This design comes from an exercise in tuning for small area and a short achievable clock period on the open sky130 flow, not from production work. Function was checked by simulation only, so behaviour that the tests miss may differ from the original. The clock cells of this run come from the design's own scripts or RTL, not from TritonCTS. The clock port is modelled as an ideal driver, which makes a skipped or thinned clock tree look cheaper than it is; a real chip needs a root buffer or a tree. No activity file was given, so power comes from the tool's default toggle rates.

--- flow/design.v ---
package multPkg;
  typedef logic signed [16-1:0] operandT;
  typedef logic signed [32-1:0] productT;
  typedef struct packed {
    logic one;
    logic two;
    logic neg;
  } boothT;
  function automatic boothT boothEncode(input logic hi, input logic mid, input logic lo);
    boothT d;
    d.one = mid ^ lo;
    d.two = (hi & ~mid & ~lo) | (~hi & mid & lo);
    d.neg = hi;
    boothEncode = d;
  endfunction
endpackage
module operandPrep (
  input  logic             clk,
  input  logic             rstN,
  input  multPkg::operandT opA,
  input  multPkg::operandT opB,
  input  logic             inValid,
  output logic [15:0]      aR,
  output logic [7:0]       oneR,
  output logic [7:0]       twoR,
  output logic [7:0]       negR,
  output logic             prepValid
);
  logic [16:0] bExt;
  logic [7:0]  one;
  logic [7:0]  two;
  logic [7:0]  neg;
  assign bExt = {opB, 1'b0};
  for (genvar i = 0; i < 8; i++)
  begin : genDigit
    assign {one[i], two[i], neg[i]} = multPkg::boothEncode(bExt[2 * i + 2], bExt[2 * i + 1], bExt[2 * i]);
  end
  always_ff @(posedge clk)
  begin
    prepValid <= rstN & inValid;
  end
  always_ff @(posedge clk)
  begin
    aR <= opA;
    oneR <= one;
    twoR <= two;
    negR <= neg;
  end
endmodule
module daddaTree8 (
  input  logic [15:0]   aR,
  input  logic [7:0]    oneR,
  input  logic [7:0]    twoR,
  input  logic [7:0]    negR,
  output logic [74-1:0] cutBits
);
  logic pp0_0, pp0_1, pp0_2, pp0_3, pp0_4, pp0_5, pp0_6, pp0_7, pp0_8, pp0_9;
  logic pp0_10, pp0_11, pp0_12, pp0_13, pp0_14, pp0_15, pp0_16, pp1_0, pp1_1, pp1_2;
  logic pp1_3, pp1_4, pp1_5, pp1_6, pp1_7, pp1_8, pp1_9, pp1_10, pp1_11, pp1_12;
  logic pp1_13, pp1_14, pp1_15, pp1_16, pp2_0, pp2_1, pp2_2, pp2_3, pp2_4, pp2_5;
  logic pp2_6, pp2_7, pp2_8, pp2_9, pp2_10, pp2_11, pp2_12, pp2_13, pp2_14, pp2_15;
  logic pp2_16, pp3_0, pp3_1, pp3_2, pp3_3, pp3_4, pp3_5, pp3_6, pp3_7, pp3_8;
  logic pp3_9, pp3_10, pp3_11, pp3_12, pp3_13, pp3_14, pp3_15, pp3_16, pp4_0, pp4_1;
  logic pp4_2, pp4_3, pp4_4, pp4_5, pp4_6, pp4_7, pp4_8, pp4_9, pp4_10, pp4_11;
  logic pp4_12, pp4_13, pp4_14, pp4_15, pp4_16, pp5_0, pp5_1, pp5_2, pp5_3, pp5_4;
  logic pp5_5, pp5_6, pp5_7, pp5_8, pp5_9, pp5_10, pp5_11, pp5_12, pp5_13, pp5_14;
  logic pp5_15, pp5_16, pp6_0, pp6_1, pp6_2, pp6_3, pp6_4, pp6_5, pp6_6, pp6_7;
  logic pp6_8, pp6_9, pp6_10, pp6_11, pp6_12, pp6_13, pp6_14, pp6_15, pp6_16, pp7_0;
  logic pp7_1, pp7_2, pp7_3, pp7_4, pp7_5, pp7_6, pp7_7, pp7_8, pp7_9, pp7_10;
  logic pp7_11, pp7_12, pp7_13, pp7_14, pp7_15, pp7_16, s1, k1, s2, k2;
  logic s3, k3, s4, k4, s5, k5, s6, k6, s7, k7;
  logic s8, k8, s9, k9, s10, k10, s11, k11, s12, k12;
  logic s13, k13, s14, k14, s15, k15, s16, k16, s17, k17;
  logic s18, k18, s19, k19, s20, k20, s21, k21, s22, k22;
  logic s23, k23, s24, k24, s25, k25, s26, k26, s27, k27;
  logic s28, k28, s29, k29, s30, k30, s31, k31, s32, k32;
  logic s33, k33, s34, k34, s35, k35, s36, k36, s37, k37;
  logic s38, k38, s39, k39, s40, k40, s41, k41, s42, k42;
  logic s43, k43, s44, k44, s45, k45, s46, k46, s47, k47;
  logic s48, k48, s49, k49, s50, k50, s51, k51, s52, k52;
  logic s53, k53, s54, k54, s55, k55, s56, k56, s57, k57;
  logic s58, k58, s59, k59, s60, k60, s61, k61, s62, k62;
  logic s63, k63, s64, k64, s65, k65, s66, k66, s67, k67;
  logic s68, k68, s69, k69, s70, k70, s71, k71, s72, k72;
  logic s73, k73, s74, k74, s75, k75, s76, k76, s77, k77;
  logic s78, k78, s79, k79, s80, k80, s81, k81, s82, k82;
  logic s83, k83, s84, k84, s85, k85, s86, k86, s87, k87;
  logic s88, k88, s89, k89, s90, k90, s91, k91, s92, k92;
  logic s93, k93, t94, g94, t95, g95, t96, g96, t105, g105;
  logic t106, g106, s107, k107, s108, k108, s109, k109, s110, k110;
  logic s111, k111, s112, k112;
  assign pp0_0 = ((oneR[0] & aR[0]) | (twoR[0] & 1'b0)) ^ negR[0];
  assign pp0_1 = ((oneR[0] & aR[1]) | (twoR[0] & aR[0])) ^ negR[0];
  assign pp0_2 = ((oneR[0] & aR[2]) | (twoR[0] & aR[1])) ^ negR[0];
  assign pp0_3 = ((oneR[0] & aR[3]) | (twoR[0] & aR[2])) ^ negR[0];
  assign pp0_4 = ((oneR[0] & aR[4]) | (twoR[0] & aR[3])) ^ negR[0];
  assign pp0_5 = ((oneR[0] & aR[5]) | (twoR[0] & aR[4])) ^ negR[0];
  assign pp0_6 = ((oneR[0] & aR[6]) | (twoR[0] & aR[5])) ^ negR[0];
  assign pp0_7 = ((oneR[0] & aR[7]) | (twoR[0] & aR[6])) ^ negR[0];
  assign pp0_8 = ((oneR[0] & aR[8]) | (twoR[0] & aR[7])) ^ negR[0];
  assign pp0_9 = ((oneR[0] & aR[9]) | (twoR[0] & aR[8])) ^ negR[0];
  assign pp0_10 = ((oneR[0] & aR[10]) | (twoR[0] & aR[9])) ^ negR[0];
  assign pp0_11 = ((oneR[0] & aR[11]) | (twoR[0] & aR[10])) ^ negR[0];
  assign pp0_12 = ((oneR[0] & aR[12]) | (twoR[0] & aR[11])) ^ negR[0];
  assign pp0_13 = ((oneR[0] & aR[13]) | (twoR[0] & aR[12])) ^ negR[0];
  assign pp0_14 = ((oneR[0] & aR[14]) | (twoR[0] & aR[13])) ^ negR[0];
  assign pp0_15 = ((oneR[0] & aR[15]) | (twoR[0] & aR[14])) ^ negR[0];
  assign pp0_16 = ~(((oneR[0] | twoR[0]) & aR[15]) ^ negR[0]);
  assign pp1_0 = ((oneR[1] & aR[0]) | (twoR[1] & 1'b0)) ^ negR[1];
  assign pp1_1 = ((oneR[1] & aR[1]) | (twoR[1] & aR[0])) ^ negR[1];
  assign pp1_2 = ((oneR[1] & aR[2]) | (twoR[1] & aR[1])) ^ negR[1];
  assign pp1_3 = ((oneR[1] & aR[3]) | (twoR[1] & aR[2])) ^ negR[1];
  assign pp1_4 = ((oneR[1] & aR[4]) | (twoR[1] & aR[3])) ^ negR[1];
  assign pp1_5 = ((oneR[1] & aR[5]) | (twoR[1] & aR[4])) ^ negR[1];
  assign pp1_6 = ((oneR[1] & aR[6]) | (twoR[1] & aR[5])) ^ negR[1];
  assign pp1_7 = ((oneR[1] & aR[7]) | (twoR[1] & aR[6])) ^ negR[1];
  assign pp1_8 = ((oneR[1] & aR[8]) | (twoR[1] & aR[7])) ^ negR[1];
  assign pp1_9 = ((oneR[1] & aR[9]) | (twoR[1] & aR[8])) ^ negR[1];
  assign pp1_10 = ((oneR[1] & aR[10]) | (twoR[1] & aR[9])) ^ negR[1];
  assign pp1_11 = ((oneR[1] & aR[11]) | (twoR[1] & aR[10])) ^ negR[1];
  assign pp1_12 = ((oneR[1] & aR[12]) | (twoR[1] & aR[11])) ^ negR[1];
  assign pp1_13 = ((oneR[1] & aR[13]) | (twoR[1] & aR[12])) ^ negR[1];
  assign pp1_14 = ((oneR[1] & aR[14]) | (twoR[1] & aR[13])) ^ negR[1];
  assign pp1_15 = ((oneR[1] & aR[15]) | (twoR[1] & aR[14])) ^ negR[1];
  assign pp1_16 = ~(((oneR[1] | twoR[1]) & aR[15]) ^ negR[1]);
  assign pp2_0 = ((oneR[2] & aR[0]) | (twoR[2] & 1'b0)) ^ negR[2];
  assign pp2_1 = ((oneR[2] & aR[1]) | (twoR[2] & aR[0])) ^ negR[2];
  assign pp2_2 = ((oneR[2] & aR[2]) | (twoR[2] & aR[1])) ^ negR[2];
  assign pp2_3 = ((oneR[2] & aR[3]) | (twoR[2] & aR[2])) ^ negR[2];
  assign pp2_4 = ((oneR[2] & aR[4]) | (twoR[2] & aR[3])) ^ negR[2];
  assign pp2_5 = ((oneR[2] & aR[5]) | (twoR[2] & aR[4])) ^ negR[2];
  assign pp2_6 = ((oneR[2] & aR[6]) | (twoR[2] & aR[5])) ^ negR[2];
  assign pp2_7 = ((oneR[2] & aR[7]) | (twoR[2] & aR[6])) ^ negR[2];
  assign pp2_8 = ((oneR[2] & aR[8]) | (twoR[2] & aR[7])) ^ negR[2];
  assign pp2_9 = ((oneR[2] & aR[9]) | (twoR[2] & aR[8])) ^ negR[2];
  assign pp2_10 = ((oneR[2] & aR[10]) | (twoR[2] & aR[9])) ^ negR[2];
  assign pp2_11 = ((oneR[2] & aR[11]) | (twoR[2] & aR[10])) ^ negR[2];
  assign pp2_12 = ((oneR[2] & aR[12]) | (twoR[2] & aR[11])) ^ negR[2];
  assign pp2_13 = ((oneR[2] & aR[13]) | (twoR[2] & aR[12])) ^ negR[2];
  assign pp2_14 = ((oneR[2] & aR[14]) | (twoR[2] & aR[13])) ^ negR[2];
  assign pp2_15 = ((oneR[2] & aR[15]) | (twoR[2] & aR[14])) ^ negR[2];
  assign pp2_16 = ~(((oneR[2] | twoR[2]) & aR[15]) ^ negR[2]);
  assign pp3_0 = ((oneR[3] & aR[0]) | (twoR[3] & 1'b0)) ^ negR[3];
  assign pp3_1 = ((oneR[3] & aR[1]) | (twoR[3] & aR[0])) ^ negR[3];
  assign pp3_2 = ((oneR[3] & aR[2]) | (twoR[3] & aR[1])) ^ negR[3];
  assign pp3_3 = ((oneR[3] & aR[3]) | (twoR[3] & aR[2])) ^ negR[3];
  assign pp3_4 = ((oneR[3] & aR[4]) | (twoR[3] & aR[3])) ^ negR[3];
  assign pp3_5 = ((oneR[3] & aR[5]) | (twoR[3] & aR[4])) ^ negR[3];
  assign pp3_6 = ((oneR[3] & aR[6]) | (twoR[3] & aR[5])) ^ negR[3];
  assign pp3_7 = ((oneR[3] & aR[7]) | (twoR[3] & aR[6])) ^ negR[3];
  assign pp3_8 = ((oneR[3] & aR[8]) | (twoR[3] & aR[7])) ^ negR[3];
  assign pp3_9 = ((oneR[3] & aR[9]) | (twoR[3] & aR[8])) ^ negR[3];
  assign pp3_10 = ((oneR[3] & aR[10]) | (twoR[3] & aR[9])) ^ negR[3];
  assign pp3_11 = ((oneR[3] & aR[11]) | (twoR[3] & aR[10])) ^ negR[3];
  assign pp3_12 = ((oneR[3] & aR[12]) | (twoR[3] & aR[11])) ^ negR[3];
  assign pp3_13 = ((oneR[3] & aR[13]) | (twoR[3] & aR[12])) ^ negR[3];
  assign pp3_14 = ((oneR[3] & aR[14]) | (twoR[3] & aR[13])) ^ negR[3];
  assign pp3_15 = ((oneR[3] & aR[15]) | (twoR[3] & aR[14])) ^ negR[3];
  assign pp3_16 = ~(((oneR[3] | twoR[3]) & aR[15]) ^ negR[3]);
  assign pp4_0 = ((oneR[4] & aR[0]) | (twoR[4] & 1'b0)) ^ negR[4];
  assign pp4_1 = ((oneR[4] & aR[1]) | (twoR[4] & aR[0])) ^ negR[4];
  assign pp4_2 = ((oneR[4] & aR[2]) | (twoR[4] & aR[1])) ^ negR[4];
  assign pp4_3 = ((oneR[4] & aR[3]) | (twoR[4] & aR[2])) ^ negR[4];
  assign pp4_4 = ((oneR[4] & aR[4]) | (twoR[4] & aR[3])) ^ negR[4];
  assign pp4_5 = ((oneR[4] & aR[5]) | (twoR[4] & aR[4])) ^ negR[4];
  assign pp4_6 = ((oneR[4] & aR[6]) | (twoR[4] & aR[5])) ^ negR[4];
  assign pp4_7 = ((oneR[4] & aR[7]) | (twoR[4] & aR[6])) ^ negR[4];
  assign pp4_8 = ((oneR[4] & aR[8]) | (twoR[4] & aR[7])) ^ negR[4];
  assign pp4_9 = ((oneR[4] & aR[9]) | (twoR[4] & aR[8])) ^ negR[4];
  assign pp4_10 = ((oneR[4] & aR[10]) | (twoR[4] & aR[9])) ^ negR[4];
  assign pp4_11 = ((oneR[4] & aR[11]) | (twoR[4] & aR[10])) ^ negR[4];
  assign pp4_12 = ((oneR[4] & aR[12]) | (twoR[4] & aR[11])) ^ negR[4];
  assign pp4_13 = ((oneR[4] & aR[13]) | (twoR[4] & aR[12])) ^ negR[4];
  assign pp4_14 = ((oneR[4] & aR[14]) | (twoR[4] & aR[13])) ^ negR[4];
  assign pp4_15 = ((oneR[4] & aR[15]) | (twoR[4] & aR[14])) ^ negR[4];
  assign pp4_16 = ~(((oneR[4] | twoR[4]) & aR[15]) ^ negR[4]);
  assign pp5_0 = ((oneR[5] & aR[0]) | (twoR[5] & 1'b0)) ^ negR[5];
  assign pp5_1 = ((oneR[5] & aR[1]) | (twoR[5] & aR[0])) ^ negR[5];
  assign pp5_2 = ((oneR[5] & aR[2]) | (twoR[5] & aR[1])) ^ negR[5];
  assign pp5_3 = ((oneR[5] & aR[3]) | (twoR[5] & aR[2])) ^ negR[5];
  assign pp5_4 = ((oneR[5] & aR[4]) | (twoR[5] & aR[3])) ^ negR[5];
  assign pp5_5 = ((oneR[5] & aR[5]) | (twoR[5] & aR[4])) ^ negR[5];
  assign pp5_6 = ((oneR[5] & aR[6]) | (twoR[5] & aR[5])) ^ negR[5];
  assign pp5_7 = ((oneR[5] & aR[7]) | (twoR[5] & aR[6])) ^ negR[5];
  assign pp5_8 = ((oneR[5] & aR[8]) | (twoR[5] & aR[7])) ^ negR[5];
  assign pp5_9 = ((oneR[5] & aR[9]) | (twoR[5] & aR[8])) ^ negR[5];
  assign pp5_10 = ((oneR[5] & aR[10]) | (twoR[5] & aR[9])) ^ negR[5];
  assign pp5_11 = ((oneR[5] & aR[11]) | (twoR[5] & aR[10])) ^ negR[5];
  assign pp5_12 = ((oneR[5] & aR[12]) | (twoR[5] & aR[11])) ^ negR[5];
  assign pp5_13 = ((oneR[5] & aR[13]) | (twoR[5] & aR[12])) ^ negR[5];
  assign pp5_14 = ((oneR[5] & aR[14]) | (twoR[5] & aR[13])) ^ negR[5];
  assign pp5_15 = ((oneR[5] & aR[15]) | (twoR[5] & aR[14])) ^ negR[5];
  assign pp5_16 = ~(((oneR[5] | twoR[5]) & aR[15]) ^ negR[5]);
  assign pp6_0 = ((oneR[6] & aR[0]) | (twoR[6] & 1'b0)) ^ negR[6];
  assign pp6_1 = ((oneR[6] & aR[1]) | (twoR[6] & aR[0])) ^ negR[6];
  assign pp6_2 = ((oneR[6] & aR[2]) | (twoR[6] & aR[1])) ^ negR[6];
  assign pp6_3 = ((oneR[6] & aR[3]) | (twoR[6] & aR[2])) ^ negR[6];
  assign pp6_4 = ((oneR[6] & aR[4]) | (twoR[6] & aR[3])) ^ negR[6];
  assign pp6_5 = ((oneR[6] & aR[5]) | (twoR[6] & aR[4])) ^ negR[6];
  assign pp6_6 = ((oneR[6] & aR[6]) | (twoR[6] & aR[5])) ^ negR[6];
  assign pp6_7 = ((oneR[6] & aR[7]) | (twoR[6] & aR[6])) ^ negR[6];
  assign pp6_8 = ((oneR[6] & aR[8]) | (twoR[6] & aR[7])) ^ negR[6];
  assign pp6_9 = ((oneR[6] & aR[9]) | (twoR[6] & aR[8])) ^ negR[6];
  assign pp6_10 = ((oneR[6] & aR[10]) | (twoR[6] & aR[9])) ^ negR[6];
  assign pp6_11 = ((oneR[6] & aR[11]) | (twoR[6] & aR[10])) ^ negR[6];
  assign pp6_12 = ((oneR[6] & aR[12]) | (twoR[6] & aR[11])) ^ negR[6];
  assign pp6_13 = ((oneR[6] & aR[13]) | (twoR[6] & aR[12])) ^ negR[6];
  assign pp6_14 = ((oneR[6] & aR[14]) | (twoR[6] & aR[13])) ^ negR[6];
  assign pp6_15 = ((oneR[6] & aR[15]) | (twoR[6] & aR[14])) ^ negR[6];
  assign pp6_16 = ~(((oneR[6] | twoR[6]) & aR[15]) ^ negR[6]);
  assign pp7_0 = ((oneR[7] & aR[0]) | (twoR[7] & 1'b0)) ^ negR[7];
  assign pp7_1 = ((oneR[7] & aR[1]) | (twoR[7] & aR[0])) ^ negR[7];
  assign pp7_2 = ((oneR[7] & aR[2]) | (twoR[7] & aR[1])) ^ negR[7];
  assign pp7_3 = ((oneR[7] & aR[3]) | (twoR[7] & aR[2])) ^ negR[7];
  assign pp7_4 = ((oneR[7] & aR[4]) | (twoR[7] & aR[3])) ^ negR[7];
  assign pp7_5 = ((oneR[7] & aR[5]) | (twoR[7] & aR[4])) ^ negR[7];
  assign pp7_6 = ((oneR[7] & aR[6]) | (twoR[7] & aR[5])) ^ negR[7];
  assign pp7_7 = ((oneR[7] & aR[7]) | (twoR[7] & aR[6])) ^ negR[7];
  assign pp7_8 = ((oneR[7] & aR[8]) | (twoR[7] & aR[7])) ^ negR[7];
  assign pp7_9 = ((oneR[7] & aR[9]) | (twoR[7] & aR[8])) ^ negR[7];
  assign pp7_10 = ((oneR[7] & aR[10]) | (twoR[7] & aR[9])) ^ negR[7];
  assign pp7_11 = ((oneR[7] & aR[11]) | (twoR[7] & aR[10])) ^ negR[7];
  assign pp7_12 = ((oneR[7] & aR[12]) | (twoR[7] & aR[11])) ^ negR[7];
  assign pp7_13 = ((oneR[7] & aR[13]) | (twoR[7] & aR[12])) ^ negR[7];
  assign pp7_14 = ((oneR[7] & aR[14]) | (twoR[7] & aR[13])) ^ negR[7];
  assign pp7_15 = ((oneR[7] & aR[15]) | (twoR[7] & aR[14])) ^ negR[7];
  assign pp7_16 = ~(((oneR[7] | twoR[7]) & aR[15]) ^ negR[7]);
  assign {k1, s1} = {negR[5] & pp0_10, negR[5] ^ pp0_10};
  assign {k2, s2} = {pp0_11 & pp1_9, pp0_11 ^ pp1_9};
  assign {k3, s3} = {(negR[6] & pp0_12) | (negR[6] & pp1_10) | (pp0_12 & pp1_10), negR[6] ^ pp0_12 ^ pp1_10};
  assign {k4, s4} = {pp2_8 & pp3_6, pp2_8 ^ pp3_6};
  assign {k5, s5} = {(pp0_13 & pp1_11) | (pp0_13 & pp2_9) | (pp1_11 & pp2_9), pp0_13 ^ pp1_11 ^ pp2_9};
  assign {k6, s6} = {pp3_7 & pp4_5, pp3_7 ^ pp4_5};
  assign {k7, s7} = {(negR[7] & pp0_14) | (negR[7] & pp1_12) | (pp0_14 & pp1_12), negR[7] ^ pp0_14 ^ pp1_12};
  assign {k8, s8} = {(pp2_10 & pp3_8) | (pp2_10 & pp4_6) | (pp3_8 & pp4_6), pp2_10 ^ pp3_8 ^ pp4_6};
  assign {k9, s9} = {pp5_4 & pp6_2, pp5_4 ^ pp6_2};
  assign {k10, s10} = {(pp0_15 & pp1_13) | (pp0_15 & pp2_11) | (pp1_13 & pp2_11), pp0_15 ^ pp1_13 ^ pp2_11};
  assign {k11, s11} = {(pp3_9 & pp4_7) | (pp3_9 & pp5_5) | (pp4_7 & pp5_5), pp3_9 ^ pp4_7 ^ pp5_5};
  assign {k12, s12} = {pp6_3 & pp7_1, pp6_3 ^ pp7_1};
  assign {k13, s13} = {(1'b1 & pp0_16) | (1'b1 & pp1_14) | (pp0_16 & pp1_14), 1'b1 ^ pp0_16 ^ pp1_14};
  assign {k14, s14} = {(pp2_12 & pp3_10) | (pp2_12 & pp4_8) | (pp3_10 & pp4_8), pp2_12 ^ pp3_10 ^ pp4_8};
  assign {k15, s15} = {(pp5_6 & pp6_4) | (pp5_6 & pp7_2) | (pp6_4 & pp7_2), pp5_6 ^ pp6_4 ^ pp7_2};
  assign {k16, s16} = {(1'b1 & pp1_15) | (1'b1 & pp2_13) | (pp1_15 & pp2_13), 1'b1 ^ pp1_15 ^ pp2_13};
  assign {k17, s17} = {(pp3_11 & pp4_9) | (pp3_11 & pp5_7) | (pp4_9 & pp5_7), pp3_11 ^ pp4_9 ^ pp5_7};
  assign {k18, s18} = {pp6_5 & pp7_3, pp6_5 ^ pp7_3};
  assign {k19, s19} = {(pp1_16 & pp2_14) | (pp1_16 & pp3_12) | (pp2_14 & pp3_12), pp1_16 ^ pp2_14 ^ pp3_12};
  assign {k20, s20} = {(pp4_10 & pp5_8) | (pp4_10 & pp6_6) | (pp5_8 & pp6_6), pp4_10 ^ pp5_8 ^ pp6_6};
  assign {k21, s21} = {(1'b1 & pp2_15) | (1'b1 & pp3_13) | (pp2_15 & pp3_13), 1'b1 ^ pp2_15 ^ pp3_13};
  assign {k22, s22} = {pp4_11 & pp5_9, pp4_11 ^ pp5_9};
  assign {k23, s23} = {(pp2_16 & pp3_14) | (pp2_16 & pp4_12) | (pp3_14 & pp4_12), pp2_16 ^ pp3_14 ^ pp4_12};
  assign {k24, s24} = {1'b1 & pp3_15, 1'b1 ^ pp3_15};
  assign {k25, s25} = {negR[3] & pp0_6, negR[3] ^ pp0_6};
  assign {k26, s26} = {pp0_7 & pp1_5, pp0_7 ^ pp1_5};
  assign {k27, s27} = {(negR[4] & pp0_8) | (negR[4] & pp1_6) | (pp0_8 & pp1_6), negR[4] ^ pp0_8 ^ pp1_6};
  assign {k28, s28} = {pp2_4 & pp3_2, pp2_4 ^ pp3_2};
  assign {k29, s29} = {(pp0_9 & pp1_7) | (pp0_9 & pp2_5) | (pp1_7 & pp2_5), pp0_9 ^ pp1_7 ^ pp2_5};
  assign {k30, s30} = {pp3_3 & pp4_1, pp3_3 ^ pp4_1};
  assign {k31, s31} = {(pp1_8 & pp2_6) | (pp1_8 & pp3_4) | (pp2_6 & pp3_4), pp1_8 ^ pp2_6 ^ pp3_4};
  assign {k32, s32} = {(pp4_2 & pp5_0) | (pp4_2 & s1) | (pp5_0 & s1), pp4_2 ^ pp5_0 ^ s1};
  assign {k33, s33} = {(pp2_7 & pp3_5) | (pp2_7 & pp4_3) | (pp3_5 & pp4_3), pp2_7 ^ pp3_5 ^ pp4_3};
  assign {k34, s34} = {(pp5_1 & k1) | (pp5_1 & s2) | (k1 & s2), pp5_1 ^ k1 ^ s2};
  assign {k35, s35} = {(pp4_4 & pp5_2) | (pp4_4 & pp6_0) | (pp5_2 & pp6_0), pp4_4 ^ pp5_2 ^ pp6_0};
  assign {k36, s36} = {(k2 & s4) | (k2 & s3) | (s4 & s3), k2 ^ s4 ^ s3};
  assign {k37, s37} = {(pp5_3 & pp6_1) | (pp5_3 & k4) | (pp6_1 & k4), pp5_3 ^ pp6_1 ^ k4};
  assign {k38, s38} = {(s6 & k3) | (s6 & s5) | (k3 & s5), s6 ^ k3 ^ s5};
  assign {k39, s39} = {(pp7_0 & k6) | (pp7_0 & s9) | (k6 & s9), pp7_0 ^ k6 ^ s9};
  assign {k40, s40} = {(k5 & s7) | (k5 & s8) | (s7 & s8), k5 ^ s7 ^ s8};
  assign {k41, s41} = {(k9 & s12) | (k9 & k7) | (s12 & k7), k9 ^ s12 ^ k7};
  assign {k42, s42} = {(k8 & s10) | (k8 & s11) | (s10 & s11), k8 ^ s10 ^ s11};
  assign {k43, s43} = {(k12 & k10) | (k12 & k11) | (k10 & k11), k12 ^ k10 ^ k11};
  assign {k44, s44} = {(s13 & s14) | (s13 & s15) | (s14 & s15), s13 ^ s14 ^ s15};
  assign {k45, s45} = {(s18 & k13) | (s18 & k14) | (k13 & k14), s18 ^ k13 ^ k14};
  assign {k46, s46} = {(k15 & s16) | (k15 & s17) | (s16 & s17), k15 ^ s16 ^ s17};
  assign {k47, s47} = {(pp7_4 & k18) | (pp7_4 & k16) | (k18 & k16), pp7_4 ^ k18 ^ k16};
  assign {k48, s48} = {(k17 & s19) | (k17 & s20) | (s19 & s20), k17 ^ s19 ^ s20};
  assign {k49, s49} = {(pp6_7 & pp7_5) | (pp6_7 & s22) | (pp7_5 & s22), pp6_7 ^ pp7_5 ^ s22};
  assign {k50, s50} = {(k19 & k20) | (k19 & s21) | (k20 & s21), k19 ^ k20 ^ s21};
  assign {k51, s51} = {(pp5_10 & pp6_8) | (pp5_10 & pp7_6) | (pp6_8 & pp7_6), pp5_10 ^ pp6_8 ^ pp7_6};
  assign {k52, s52} = {(k22 & k21) | (k22 & s23) | (k21 & s23), k22 ^ k21 ^ s23};
  assign {k53, s53} = {(pp4_13 & pp5_11) | (pp4_13 & pp6_9) | (pp5_11 & pp6_9), pp4_13 ^ pp5_11 ^ pp6_9};
  assign {k54, s54} = {(pp7_7 & s24) | (pp7_7 & k23) | (s24 & k23), pp7_7 ^ s24 ^ k23};
  assign {k55, s55} = {(pp3_16 & pp4_14) | (pp3_16 & pp5_12) | (pp4_14 & pp5_12), pp3_16 ^ pp4_14 ^ pp5_12};
  assign {k56, s56} = {(pp6_10 & pp7_8) | (pp6_10 & k24) | (pp7_8 & k24), pp6_10 ^ pp7_8 ^ k24};
  assign {k57, s57} = {(1'b1 & pp4_15) | (1'b1 & pp5_13) | (pp4_15 & pp5_13), 1'b1 ^ pp4_15 ^ pp5_13};
  assign {k58, s58} = {pp6_11 & pp7_9, pp6_11 ^ pp7_9};
  assign {k59, s59} = {(pp4_16 & pp5_14) | (pp4_16 & pp6_12) | (pp5_14 & pp6_12), pp4_16 ^ pp5_14 ^ pp6_12};
  assign {k60, s60} = {1'b1 & pp5_15, 1'b1 ^ pp5_15};
  assign {k61, s61} = {negR[2] & pp0_4, negR[2] ^ pp0_4};
  assign {k62, s62} = {pp0_5 & pp1_3, pp0_5 ^ pp1_3};
  assign {k63, s63} = {(pp1_4 & pp2_2) | (pp1_4 & pp3_0) | (pp2_2 & pp3_0), pp1_4 ^ pp2_2 ^ pp3_0};
  assign {k64, s64} = {(pp2_3 & pp3_1) | (pp2_3 & k25) | (pp3_1 & k25), pp2_3 ^ pp3_1 ^ k25};
  assign {k65, s65} = {(pp4_0 & k26) | (pp4_0 & s28) | (k26 & s28), pp4_0 ^ k26 ^ s28};
  assign {k66, s66} = {(k28 & s30) | (k28 & k27) | (s30 & k27), k28 ^ s30 ^ k27};
  assign {k67, s67} = {(k30 & k29) | (k30 & s31) | (k29 & s31), k30 ^ k29 ^ s31};
  assign {k68, s68} = {(k31 & s33) | (k31 & k32) | (s33 & k32), k31 ^ s33 ^ k32};
  assign {k69, s69} = {(k33 & s35) | (k33 & k34) | (s35 & k34), k33 ^ s35 ^ k34};
  assign {k70, s70} = {(k35 & s37) | (k35 & k36) | (s37 & k36), k35 ^ s37 ^ k36};
  assign {k71, s71} = {(k37 & s39) | (k37 & k38) | (s39 & k38), k37 ^ s39 ^ k38};
  assign {k72, s72} = {(k39 & k40) | (k39 & s41) | (k40 & s41), k39 ^ k40 ^ s41};
  assign {k73, s73} = {(k41 & k42) | (k41 & s43) | (k42 & s43), k41 ^ k42 ^ s43};
  assign {k74, s74} = {(k43 & k44) | (k43 & s45) | (k44 & s45), k43 ^ k44 ^ s45};
  assign {k75, s75} = {(k45 & k46) | (k45 & s47) | (k46 & s47), k45 ^ k46 ^ s47};
  assign {k76, s76} = {(s49 & k47) | (s49 & k48) | (k47 & k48), s49 ^ k47 ^ k48};
  assign {k77, s77} = {(s51 & k49) | (s51 & k50) | (k49 & k50), s51 ^ k49 ^ k50};
  assign {k78, s78} = {(k51 & s53) | (k51 & k52) | (s53 & k52), k51 ^ s53 ^ k52};
  assign {k79, s79} = {(k53 & s55) | (k53 & s56) | (s55 & s56), k53 ^ s55 ^ s56};
  assign {k80, s80} = {(s58 & k55) | (s58 & s57) | (k55 & s57), s58 ^ k55 ^ s57};
  assign {k81, s81} = {(pp7_10 & k58) | (pp7_10 & k57) | (k58 & k57), pp7_10 ^ k58 ^ k57};
  assign {k82, s82} = {(pp6_13 & pp7_11) | (pp6_13 & s60) | (pp7_11 & s60), pp6_13 ^ pp7_11 ^ s60};
  assign {k83, s83} = {(pp5_16 & pp6_14) | (pp5_16 & pp7_12) | (pp6_14 & pp7_12), pp5_16 ^ pp6_14 ^ pp7_12};
  assign {k84, s84} = {1'b1 & pp6_15, 1'b1 ^ pp6_15};
  assign {k85, s85} = {negR[1] & pp0_2, negR[1] ^ pp0_2};
  assign {k86, s86} = {pp0_3 & pp1_1, pp0_3 ^ pp1_1};
  assign {k87, s87} = {(pp1_2 & pp2_0) | (pp1_2 & s61) | (pp2_0 & s61), pp1_2 ^ pp2_0 ^ s61};
  assign {k88, s88} = {(pp2_1 & k61) | (pp2_1 & s62) | (k61 & s62), pp2_1 ^ k61 ^ s62};
  assign {k89, s89} = {(k62 & s25) | (k62 & s63) | (s25 & s63), k62 ^ s25 ^ s63};
  assign {k90, s90} = {(s26 & k63) | (s26 & s64) | (k63 & s64), s26 ^ k63 ^ s64};
  assign {k91, s91} = {(s27 & k64) | (s27 & s65) | (k64 & s65), s27 ^ k64 ^ s65};
  assign {k92, s92} = {(s29 & k65) | (s29 & s66) | (k65 & s66), s29 ^ k65 ^ s66};
  assign {k93, s93} = {(s32 & k66) | (s32 & s67) | (k66 & s67), s32 ^ k66 ^ s67};
  assign {g94, t94} = {s34 & k67, s34 ^ k67};
  assign {g95, t95} = {s36 & k68, s36 ^ k68};
  assign {g96, t96} = {s38 & k69, s38 ^ k69};
  assign {g105, t105} = {k54 & s79, k54 ^ s79};
  assign {g106, t106} = {k56 & s80, k56 ^ s80};
  assign {k107, s107} = {(s59 & k80) | (s59 & s81) | (k80 & s81), s59 ^ k80 ^ s81};
  assign {k108, s108} = {(k59 & s82) | (k59 & k81) | (s82 & k81), k59 ^ s82 ^ k81};
  assign {k109, s109} = {(k60 & s83) | (k60 & k82) | (s83 & k82), k60 ^ s83 ^ k82};
  assign {k110, s110} = {(pp7_13 & s84) | (pp7_13 & k83) | (s84 & k83), pp7_13 ^ s84 ^ k83};
  assign {k111, s111} = {(pp6_16 & pp7_14) | (pp6_16 & k84) | (pp7_14 & k84), pp6_16 ^ pp7_14 ^ k84};
  assign {k112, s112} = {1'b1 & pp7_15, 1'b1 ^ pp7_15};
  assign cutBits[0] = s68;
  assign cutBits[1] = t94;
  assign cutBits[2] = g94;
  assign cutBits[3] = s69;
  assign cutBits[4] = t95;
  assign cutBits[5] = g95;
  assign cutBits[6] = s70;
  assign cutBits[7] = t96;
  assign cutBits[8] = g96;
  assign cutBits[9] = s40;
  assign cutBits[10] = k70;
  assign cutBits[11] = s71;
  assign cutBits[12] = s42;
  assign cutBits[13] = k71;
  assign cutBits[14] = s72;
  assign cutBits[15] = s44;
  assign cutBits[16] = k72;
  assign cutBits[17] = s73;
  assign cutBits[18] = s46;
  assign cutBits[19] = k73;
  assign cutBits[20] = s74;
  assign cutBits[21] = s48;
  assign cutBits[22] = k74;
  assign cutBits[23] = s75;
  assign cutBits[24] = s50;
  assign cutBits[25] = k75;
  assign cutBits[26] = s76;
  assign cutBits[27] = s52;
  assign cutBits[28] = k76;
  assign cutBits[29] = s77;
  assign cutBits[30] = s54;
  assign cutBits[31] = k77;
  assign cutBits[32] = s78;
  assign cutBits[33] = k78;
  assign cutBits[34] = t105;
  assign cutBits[35] = g105;
  assign cutBits[36] = k79;
  assign cutBits[37] = t106;
  assign cutBits[38] = g106;
  assign cutBits[39] = negR[0];
  assign cutBits[40] = pp0_0;
  assign cutBits[41] = pp0_1;
  assign cutBits[42] = s85;
  assign cutBits[43] = pp1_0;
  assign cutBits[44] = k85;
  assign cutBits[45] = s86;
  assign cutBits[46] = k86;
  assign cutBits[47] = s87;
  assign cutBits[48] = k87;
  assign cutBits[49] = s88;
  assign cutBits[50] = k88;
  assign cutBits[51] = s89;
  assign cutBits[52] = k89;
  assign cutBits[53] = s90;
  assign cutBits[54] = k90;
  assign cutBits[55] = s91;
  assign cutBits[56] = k91;
  assign cutBits[57] = s92;
  assign cutBits[58] = k92;
  assign cutBits[59] = s93;
  assign cutBits[60] = k93;
  assign cutBits[61] = s107;
  assign cutBits[62] = k107;
  assign cutBits[63] = s108;
  assign cutBits[64] = k108;
  assign cutBits[65] = s109;
  assign cutBits[66] = k109;
  assign cutBits[67] = s110;
  assign cutBits[68] = k110;
  assign cutBits[69] = s111;
  assign cutBits[70] = k111;
  assign cutBits[71] = s112;
  assign cutBits[72] = k112;
  assign cutBits[73] = pp7_16;
endmodule
module productMerge (
  input  logic                      clk,
  input  logic                      rstN,
  input  logic [74-1:0]    cutBits,
  input  logic                      prepValid,
  output multPkg::productT          product,
  output logic                      outValid
);
  logic                      treeValid;
  logic [74-1:0]    cutR;
  logic [32-1:0] rowA;
  logic [32-1:0] rowB;
  logic s68, t94, g94, s69, t95, g95, s70, t96, g96, s40;
  logic k70, s71, s42, k71, s72, s44, k72, s73, s46, k73;
  logic s74, s48, k74, s75, s50, k75, s76, s52, k76, s77;
  logic s54, k77, s78, k78, t105, g105, k79, t106, g106, negR_0;
  logic pp0_0, pp0_1, s85, pp1_0, k85, s86, k86, s87, k87, s88;
  logic k88, s89, k89, s90, k90, s91, k91, s92, k92, s93;
  logic k93, s107, k107, s108, k108, s109, k109, s110, k110, s111;
  logic k111, s112, k112, pp7_16, s94, k94, s95, k95, s96, k96;
  logic s97, k97, s98, k98, s99, k99, s100, k100, s101, k101;
  logic s102, k102, s103, k103, s104, k104, s105, k105, s106, k106;
  always_ff @(posedge clk)
  begin
    treeValid <= rstN & prepValid;
    outValid  <= rstN & treeValid;
  end
  always_ff @(posedge clk)
  begin
    cutR    <= cutBits;
    product <= rowA + rowB;
  end
  assign s68 = cutR[0];
  assign t94 = cutR[1];
  assign g94 = cutR[2];
  assign s69 = cutR[3];
  assign t95 = cutR[4];
  assign g95 = cutR[5];
  assign s70 = cutR[6];
  assign t96 = cutR[7];
  assign g96 = cutR[8];
  assign s40 = cutR[9];
  assign k70 = cutR[10];
  assign s71 = cutR[11];
  assign s42 = cutR[12];
  assign k71 = cutR[13];
  assign s72 = cutR[14];
  assign s44 = cutR[15];
  assign k72 = cutR[16];
  assign s73 = cutR[17];
  assign s46 = cutR[18];
  assign k73 = cutR[19];
  assign s74 = cutR[20];
  assign s48 = cutR[21];
  assign k74 = cutR[22];
  assign s75 = cutR[23];
  assign s50 = cutR[24];
  assign k75 = cutR[25];
  assign s76 = cutR[26];
  assign s52 = cutR[27];
  assign k76 = cutR[28];
  assign s77 = cutR[29];
  assign s54 = cutR[30];
  assign k77 = cutR[31];
  assign s78 = cutR[32];
  assign k78 = cutR[33];
  assign t105 = cutR[34];
  assign g105 = cutR[35];
  assign k79 = cutR[36];
  assign t106 = cutR[37];
  assign g106 = cutR[38];
  assign negR_0 = cutR[39];
  assign pp0_0 = cutR[40];
  assign pp0_1 = cutR[41];
  assign s85 = cutR[42];
  assign pp1_0 = cutR[43];
  assign k85 = cutR[44];
  assign s86 = cutR[45];
  assign k86 = cutR[46];
  assign s87 = cutR[47];
  assign k87 = cutR[48];
  assign s88 = cutR[49];
  assign k88 = cutR[50];
  assign s89 = cutR[51];
  assign k89 = cutR[52];
  assign s90 = cutR[53];
  assign k90 = cutR[54];
  assign s91 = cutR[55];
  assign k91 = cutR[56];
  assign s92 = cutR[57];
  assign k92 = cutR[58];
  assign s93 = cutR[59];
  assign k93 = cutR[60];
  assign s107 = cutR[61];
  assign k107 = cutR[62];
  assign s108 = cutR[63];
  assign k108 = cutR[64];
  assign s109 = cutR[65];
  assign k109 = cutR[66];
  assign s110 = cutR[67];
  assign k110 = cutR[68];
  assign s111 = cutR[69];
  assign k111 = cutR[70];
  assign s112 = cutR[71];
  assign k112 = cutR[72];
  assign pp7_16 = cutR[73];
  assign s94 = t94 ^ s68;
  assign k94 = g94 | (t94 & s68);
  assign s95 = t95 ^ s69;
  assign k95 = g95 | (t95 & s69);
  assign s96 = t96 ^ s70;
  assign k96 = g96 | (t96 & s70);
  assign {k97, s97} = {(s40 & k70) | (s40 & s71) | (k70 & s71), s40 ^ k70 ^ s71};
  assign {k98, s98} = {(s42 & k71) | (s42 & s72) | (k71 & s72), s42 ^ k71 ^ s72};
  assign {k99, s99} = {(s44 & k72) | (s44 & s73) | (k72 & s73), s44 ^ k72 ^ s73};
  assign {k100, s100} = {(s46 & k73) | (s46 & s74) | (k73 & s74), s46 ^ k73 ^ s74};
  assign {k101, s101} = {(s48 & k74) | (s48 & s75) | (k74 & s75), s48 ^ k74 ^ s75};
  assign {k102, s102} = {(s50 & k75) | (s50 & s76) | (k75 & s76), s50 ^ k75 ^ s76};
  assign {k103, s103} = {(s52 & k76) | (s52 & s77) | (k76 & s77), s52 ^ k76 ^ s77};
  assign {k104, s104} = {(s54 & k77) | (s54 & s78) | (k77 & s78), s54 ^ k77 ^ s78};
  assign s105 = t105 ^ k78;
  assign k105 = g105 | (t105 & k78);
  assign s106 = t106 ^ k79;
  assign k106 = g106 | (t106 & k79);
  assign rowA[0] = negR_0;
  assign rowB[0] = pp0_0;
  assign rowA[1] = pp0_1;
  assign rowB[1] = 1'b0;
  assign rowA[2] = s85;
  assign rowB[2] = pp1_0;
  assign rowA[3] = k85;
  assign rowB[3] = s86;
  assign rowA[4] = k86;
  assign rowB[4] = s87;
  assign rowA[5] = k87;
  assign rowB[5] = s88;
  assign rowA[6] = k88;
  assign rowB[6] = s89;
  assign rowA[7] = k89;
  assign rowB[7] = s90;
  assign rowA[8] = k90;
  assign rowB[8] = s91;
  assign rowA[9] = k91;
  assign rowB[9] = s92;
  assign rowA[10] = k92;
  assign rowB[10] = s93;
  assign rowA[11] = k93;
  assign rowB[11] = s94;
  assign rowA[12] = k94;
  assign rowB[12] = s95;
  assign rowA[13] = k95;
  assign rowB[13] = s96;
  assign rowA[14] = k96;
  assign rowB[14] = s97;
  assign rowA[15] = k97;
  assign rowB[15] = s98;
  assign rowA[16] = k98;
  assign rowB[16] = s99;
  assign rowA[17] = k99;
  assign rowB[17] = s100;
  assign rowA[18] = k100;
  assign rowB[18] = s101;
  assign rowA[19] = k101;
  assign rowB[19] = s102;
  assign rowA[20] = k102;
  assign rowB[20] = s103;
  assign rowA[21] = k103;
  assign rowB[21] = s104;
  assign rowA[22] = k104;
  assign rowB[22] = s105;
  assign rowA[23] = k105;
  assign rowB[23] = s106;
  assign rowA[24] = k106;
  assign rowB[24] = s107;
  assign rowA[25] = k107;
  assign rowB[25] = s108;
  assign rowA[26] = k108;
  assign rowB[26] = s109;
  assign rowA[27] = k109;
  assign rowB[27] = s110;
  assign rowA[28] = k110;
  assign rowB[28] = s111;
  assign rowA[29] = k111;
  assign rowB[29] = s112;
  assign rowA[30] = k112;
  assign rowB[30] = pp7_16;
  assign rowA[31] = 1'b1;
  assign rowB[31] = 1'b0;
endmodule
module signedMultiplier16 (
  input  logic             clk,
  input  logic             rstN,
  input  multPkg::operandT opA,
  input  multPkg::operandT opB,
  input  logic             inValid,
  output multPkg::productT product,
  output logic             outValid
);
  logic [15:0]               aR;
  logic [7:0]                oneR;
  logic [7:0]                twoR;
  logic [7:0]                negR;
  logic                      prepValid;
  logic [74-1:0]     cutBits;
  operandPrep operandPrep_inst (
    .clk       (clk),
    .rstN      (rstN),
    .opA       (opA),
    .opB       (opB),
    .inValid   (inValid),
    .aR        (aR),
    .oneR      (oneR),
    .twoR      (twoR),
    .negR      (negR),
    .prepValid (prepValid)
  );
  daddaTree8 daddaTree8_inst (
    .aR   (aR),
    .oneR (oneR),
    .twoR (twoR),
    .negR (negR),
    .cutBits (cutBits)
  );
  productMerge productMerge_inst (
    .clk       (clk),
    .rstN      (rstN),
    .cutBits   (cutBits),
    .prepValid (prepValid),
    .product   (product),
    .outValid  (outValid)
  );
endmodule
--- flow/flow/run.sh ---
#!/bin/bash
# standard synthesis and layout, except:
# - the port buffers are the smallest buffer instead of a delay cell,
# - the clock tree is a balanced two-level tree built by flow/clock_tree.tcl
#   (root buffer, one buffer per k-means cluster of flip-flops) in place of TritonCTS.
set -euo pipefail
export FLOW_CLOCK_TREE="8 sky130_fd_sc_hd__clkbuf_16 sky130_fd_sc_hd__clkbuf_16"
bash standard.sh SETUP_SLACK_MARGIN=6.3 "BUFFER_PORTS_ARGS=-buffer_cell sky130_fd_sc_hd__buf_1" \
  PRE_CTS_TCL=$PWD/flow/clock_tree.tcl finish > flow_make.log 2>&1
--- flow/flow/clock_tree.tcl ---
# Two-level clock tree: the clock port drives one root buffer, which drives one
# buffer per cluster of flip-flops (clusters by k-means on placement).
proc my_clock_tree {nclusters rootcell leafcell} {
  set block [ord::get_db_block]
  set db [ord::get_db]
  set clknet [$block findNet clk]
  set sinks {}
  foreach it [$clknet getITerms] {
    lappend sinks $it
  }
  set pts {}
  foreach it $sinks {
    set b [[$it getInst] getBBox]
    lappend pts [list [expr {([$b xMin] + [$b xMax]) / 2.0}] [expr {([$b yMin] + [$b yMax]) / 2.0}]]
  }
  set n [llength $pts]
  # k-means, seeded by spreading over sorted x then y
  set cent {}
  set sorted [lsort -real -index 0 $pts]
  for {set k 0} {$k < $nclusters} {incr k} {
    lappend cent [lindex $sorted [expr {int(($k + 0.5) * $n / $nclusters)}]]
  }
  for {set iter 0} {$iter < 50} {incr iter} {
    set assign {}
    foreach p $pts {
      set best 0; set bd 1e30
      for {set k 0} {$k < $nclusters} {incr k} {
        set c [lindex $cent $k]
        set d [expr {abs([lindex $p 0] - [lindex $c 0]) + abs([lindex $p 1] - [lindex $c 1])}]
        if {$d < $bd} { set bd $d; set best $k }
      }
      lappend assign $best
    }
    set newc {}
    for {set k 0} {$k < $nclusters} {incr k} {
      set sx 0; set sy 0; set m 0
      foreach p $pts a $assign {
        if {$a == $k} { set sx [expr {$sx + [lindex $p 0]}]; set sy [expr {$sy + [lindex $p 1]}]; incr m }
      }
      if {$m > 0} { lappend newc [list [expr {$sx / $m}] [expr {$sy / $m}]] } else { lappend newc [lindex $cent $k] }
    }
    set cent $newc
  }
  set rmaster [$db findMaster $rootcell]
  set lmaster [$db findMaster $leafcell]
  # root buffer at the centre of the leaf buffers
  set rx 0; set ry 0
  foreach c $cent { set rx [expr {$rx + [lindex $c 0]}]; set ry [expr {$ry + [lindex $c 1]}] }
  set rx [expr {int($rx / $nclusters)}]; set ry [expr {int($ry / $nclusters)}]
  set root [odb::dbInst_create $block $rmaster "clkbuf_root"]
  $root setLocation $rx $ry
  $root setPlacementStatus PLACED
  set rootnet [odb::dbNet_create $block "clknet_root"]
  $rootnet setSigType CLOCK
  foreach it $sinks { $it disconnect }
  [$root findITerm A] connect $clknet
  [$root findITerm X] connect $rootnet
  for {set k 0} {$k < $nclusters} {incr k} {
    set c [lindex $cent $k]
    set leaf [odb::dbInst_create $block $lmaster "clkbuf_leaf_$k"]
    $leaf setLocation [expr {int([lindex $c 0])}] [expr {int([lindex $c 1])}]
    $leaf setPlacementStatus PLACED
    set net [odb::dbNet_create $block "clknet_leaf_$k"]
    $net setSigType CLOCK
    [$leaf findITerm A] connect $rootnet
    [$leaf findITerm X] connect $net
    foreach it $sinks a $assign {
      if {$a == $k} { $it connect $net }
    }
  }
}

# Used as ORFS's PRE_CTS_TCL hook: build the tree here, and leave the CTS step's
# clock_tree_synthesis call nothing to do.
if {[info exists ::env(FLOW_CLOCK_TREE)]} {
  my_clock_tree {*}$::env(FLOW_CLOCK_TREE)
  set_propagated_clock [all_clocks]
  proc clock_tree_synthesis {args} { puts "clock tree built by flow/clock_tree.tcl" }
}
--- flow/standard.sh ---
#!/bin/bash
# synth_recipe.tcl (not shown) runs the flow's synth.tcl, then flattens the netlist and writes it again
# the make line also repeats each setting of config.mk as NAME=value (left out here)
make -C /OpenROAD-flow-scripts/flow DESIGN_CONFIG=/design/flow/config.mk WORK_HOME=/design/flow/orfs CLKGATE_MAP_FILE= SYNTH_SCRIPT=/design/flow/synth_recipe.tcl "${@:-finish}"
--- flow/config.mk ---
export PLATFORM = sky130hd
export DESIGN_NAME = signedMultiplier16
export DESIGN_NICKNAME = signedMultiplier16
export VERILOG_FILES = /design/flow/design.v
export SDC_FILE = /design/flow/constraint.sdc
export NUM_CORES = 4
export LEC_CHECK = 0
export CAP_MARGIN = 20
export CORE_MARGIN = 2
export CORE_UTILIZATION = 65
export PLACE_DENSITY = 0.75
export SLEW_MARGIN = 20
--- flow/constraint.sdc ---
create_clock -name core_clock -period 8.8 [get_ports {clk}]
set_input_delay 1.7600 -clock core_clock [delete_from_list [all_inputs] [get_ports {clk}]]
set_output_delay 1.7600 -clock core_clock [all_outputs]
set_load 0.01 [all_outputs]
==> impl_results.md <==
- Status: finished clean
- Via/cell ratio: approximately 6
- Largest family of logic cells by synthesized area: adder cells
- FF-to-FF Start: productMerge_inst.cutR[30]
- Endpoints failing hold: 0
- Final TNS setup: 0 ns
- Critical path destination: product[30]
- Top cell type's share of synthesized area: a little under a third
- Syn_area_per_cell: around 10 um2
- Post-synthesis cell type count: a little under 60
- Crit. path cell count: 1
- Mapped Area: ~9800 um2
- Number of antenna violations at the first check in global routing: 0
- Max Transition Viols Final: 0
- Dpl hpwl: roughly 16,000 um
- GRT overflow: 0
- Critical path type: reg2out
- Worst-Margin Slew: 0.447 ns
- Final nets: about 1,200
- Most frequent cells in the layout: xnor2_1 (119), a22oi_1 (118), dfxtp_1 (107), inv_1 (86), fa_1 (82)
- Cell count after synthesis: ~1,000
- I/O Buffers: between 60 and 70
- Simple-gate share of the synthesized area: under 10%
- Worst Reg-to-Reg Cells: 9
- Seq/Total Area, Yosys: ~30%
- Footprint of the multi-input gates: 6440 um2
- Register bit total from synthesis: roughly 150
- Ys async rst share: 0%
- Clk_skew: approximately 0.032 ns
- Tmin final: 2.59 ns
- Final setup viols: 0
- Vias: between 7,000 and 8,000
- Storage cell area: a little over 3000 um2
- Crit path launch type: register
- Post-synth top area cell: dfxtp_1
- Synth Area in XOR/XNOR: about 15%
- Antenna cells: 0
- Vias in the first global route: about 6,800
- Leading cell type in the layout, fill and taps excluded: xnor2_1
- CP Data Required Time: 7.04 ns
- Yosys warns: 2
- Largest net degree at the start of global routing: 25
- Area growth syn-to-layout: 9.77%
- Endpoint class of the critical path: output port
- Reg2reg end: productMerge_inst.product[30]
- Die ar.: ~16,000 um2
- CP bufs+invs: 1
- Initial Utilization: 67.1%
- Worst Path Max Fanout: 1
- EDFF count, synth: 0
- Slew HR: 70.2%
- Clock latency (worst-skew pair): between 0.3 and 0.4 ns
- Clock-pin slew on the worst setup and hold paths: around 0.090 ns
- First-pass GRT wire length: 35,800 um
- Mux contribution to synthesized area: 0%
- DRT antenna net count: 0
- Proportion of layout cells with a drive suffix above 1: around 16%
- DR DRC count: 0
- Worst path max stage delay: between 0.3 and 0.4 ns
- Hold slack: between 0.4 and 0.5 ns
- Initial DRC count: roughly 750
- Hold Path Origin: operandPrep_inst.prepValid
- First-pass iteration count of the detailed router: 5
- Die Y: between 100 and 150 um
- CP Launch Point: productMerge_inst.product[30]
- Crit path max-delay cell type: dfxtp_1
- Period utilisation layout: around 29%
- RD Place Congestion: 0.930
- Hold Path Class: reg2reg
- Total global-route track usage: 27.2%
- Maximum vdd drop: approximately 0.27 mV
- Fillers: approximately 1,100
- Post-synthesis compound-gate area fraction: 18.0%
- P_leak: 4.39 nW
- Crit path max-delay family: flip-flops
- Max Freq: 0.386 GHz
- # IOs: between 60 and 70
- Drt total wl: about 22,000 um
- PD cells: 451 nW/um2
- Net Count, Synth: approximately 1,200
- Die X: around 130 um
- MaxCap Viol Count: 0
- Cell Chain, Critical Path: buf_2
- Wirelength per Cell: approximately 19 um
- Top_reg_cell synth: dfxtp_1
- Unrepaired setup endpoints after global routing: true
- Largest cells by area after synthesis: dfxtp_1 (30%), fa_1 (17%), xnor2_1 (11%), a22oi_1 (9.2%), ha_1 (7.9%)
- Total core area: around 15,000 um2
- CP arrival: slightly above 0.8 ns
- Row cnt: 44
- Post-Synth Adder-Cell Area: between 20 and 25%
- Reg2reg setup slack: 6.25 ns
==> worst min-delay path by stage <==
| stage | endpoint | slack (ns) | cells after the start |
|---|---|---|---|
| finish | productMerge_inst.treeValid | 0.44 | 1 |
| global route | productMerge_inst.treeValid | 0.45 | 1 |
| CTS | productMerge_inst.treeValid | 0.44 | 1 |
| detailed placement | productMerge_inst.treeValid | 0.42 | 1 |
| global placement | productMerge_inst.treeValid | 0.41 | 1 |
| floorplan | productMerge_inst.cutR[39] | 0.33 | 0 |
==> area by class of cell <==
cell class / count / share of cell area (%)
sequential: 149 / 28.9
multi-input combinational: 657 / 59.7
tap: 184 / 2.13
inverter: 89 / 3.12
buffer: 9 / 2.09
timing repair buffer: 86 / 4.09
==> repair_timing <==
action | 4_1_cts | 5_1_grt
setup buffers | 3 | 15
hold buffers | 0 | 0
setup endpoints to repair | 85 | 59
pin swaps | 12 | 19
gates resized for setup | 99 | 63
==> cell usage after synthesis, types with 7 or more instances <==
cell        n
nand3b_1    7
nand2b_1    9
o21ai_0    29
fa_1       82
inv_1      88
xnor2_1   119
a31oi_1     8
a22oi_1   120
nand2_1    29
clkbuf_1   75
nand3_1     9
ha_1       62
nor2_1     14
a21oi_1    29
a21o_1     11
or2_2       7
dfxtp_1   149
xor2_1     47
==> cell families (layout without fill, tap and decap cells) <==
kind of cell	after synthesis	in the layout
flip-flops	149	149
AND/OR/NAND/NOR	104	104
XOR/XNOR	166	166
adder cells (fa/ha/maj)	144	144
AO/OA/AOI/OAI	243	243
buffers and inverters	172	184
==> stage by stage <==
stage,utilization [%],power [mW],cell area (um2),instances,worst slack [ns]
finish,73.7,4.87,10800,1174,6.21
global route,73.7,5.28,10800,1174,6.15
CTS,71.4,4.41,10500,1159,6.20
detailed placement,68.2,3.81,9990,1147,5.93
global placement,68.2,3.75,9990,1147,5.96
floorplan,-,3.21,9890,978,6.30
==> routing by layer <==
layer / share of wire, % / global-route usage [%]
met5: 0 / 0
met4: 1.3 / 4.07
met1: 45 / 42.5
met2: 43 / 40.6
met3: 10 / 4.98
==> registers in the layout, summed over array words and instances, names as in the netlist <==
| signal | count |
|---|---|
| productMerge_inst.cutR | 74 |
| productMerge_inst.product | 32 |
| operandPrep_inst.aR | 16 |
| operandPrep_inst.negR | 8 |
| operandPrep_inst.oneR | 8 |
| operandPrep_inst.twoR | 8 |
| operandPrep_inst.prepValid | 1 |
| productMerge_inst.outValid | 1 |
| productMerge_inst.treeValid | 1 |
==> power breakdown <==
| group | switching (mW) | internal [mW] | total (mW) |
|---|---|---|---|
| Clock | 0.202 | 0.182 | 0.384 |
| Combinational | 1.84 | 1.54 | 3.38 |
| Sequential | 0.148 | 0.960 | 1.11 |

[separate check: timing with driven ports]
How much do the figures lean on ideal ports? The routed layout below was timed once more, with nothing changed but the port constraints.
Step 1 sets driving cells, clkbuf_16 on the clock port and buf_2 on the other inputs (assumed; they add their load-dependent delay and slew).
Step 2 times the ports against the registers' clock, not the clock port: input delays grow and output delays shrink by t, the midpoint of the rising clock arrivals with the driver on.
a / b / c = no drivers / after step 1 / after step 2; a / b = the first two.
shift t [ns]: 0.420
setup WS [ns]: 6.207 / 6.160 / 6.254
worst setup path after step 2: register to register
worst register clock-pin slew, ns: 0.09 / 0.09
pins driven straight from the clock port: 1
After both steps this run still meets setup and hold. For this run, drivers alone change the setup slack by -0.047 ns; drivers and shift together by +0.047 ns.
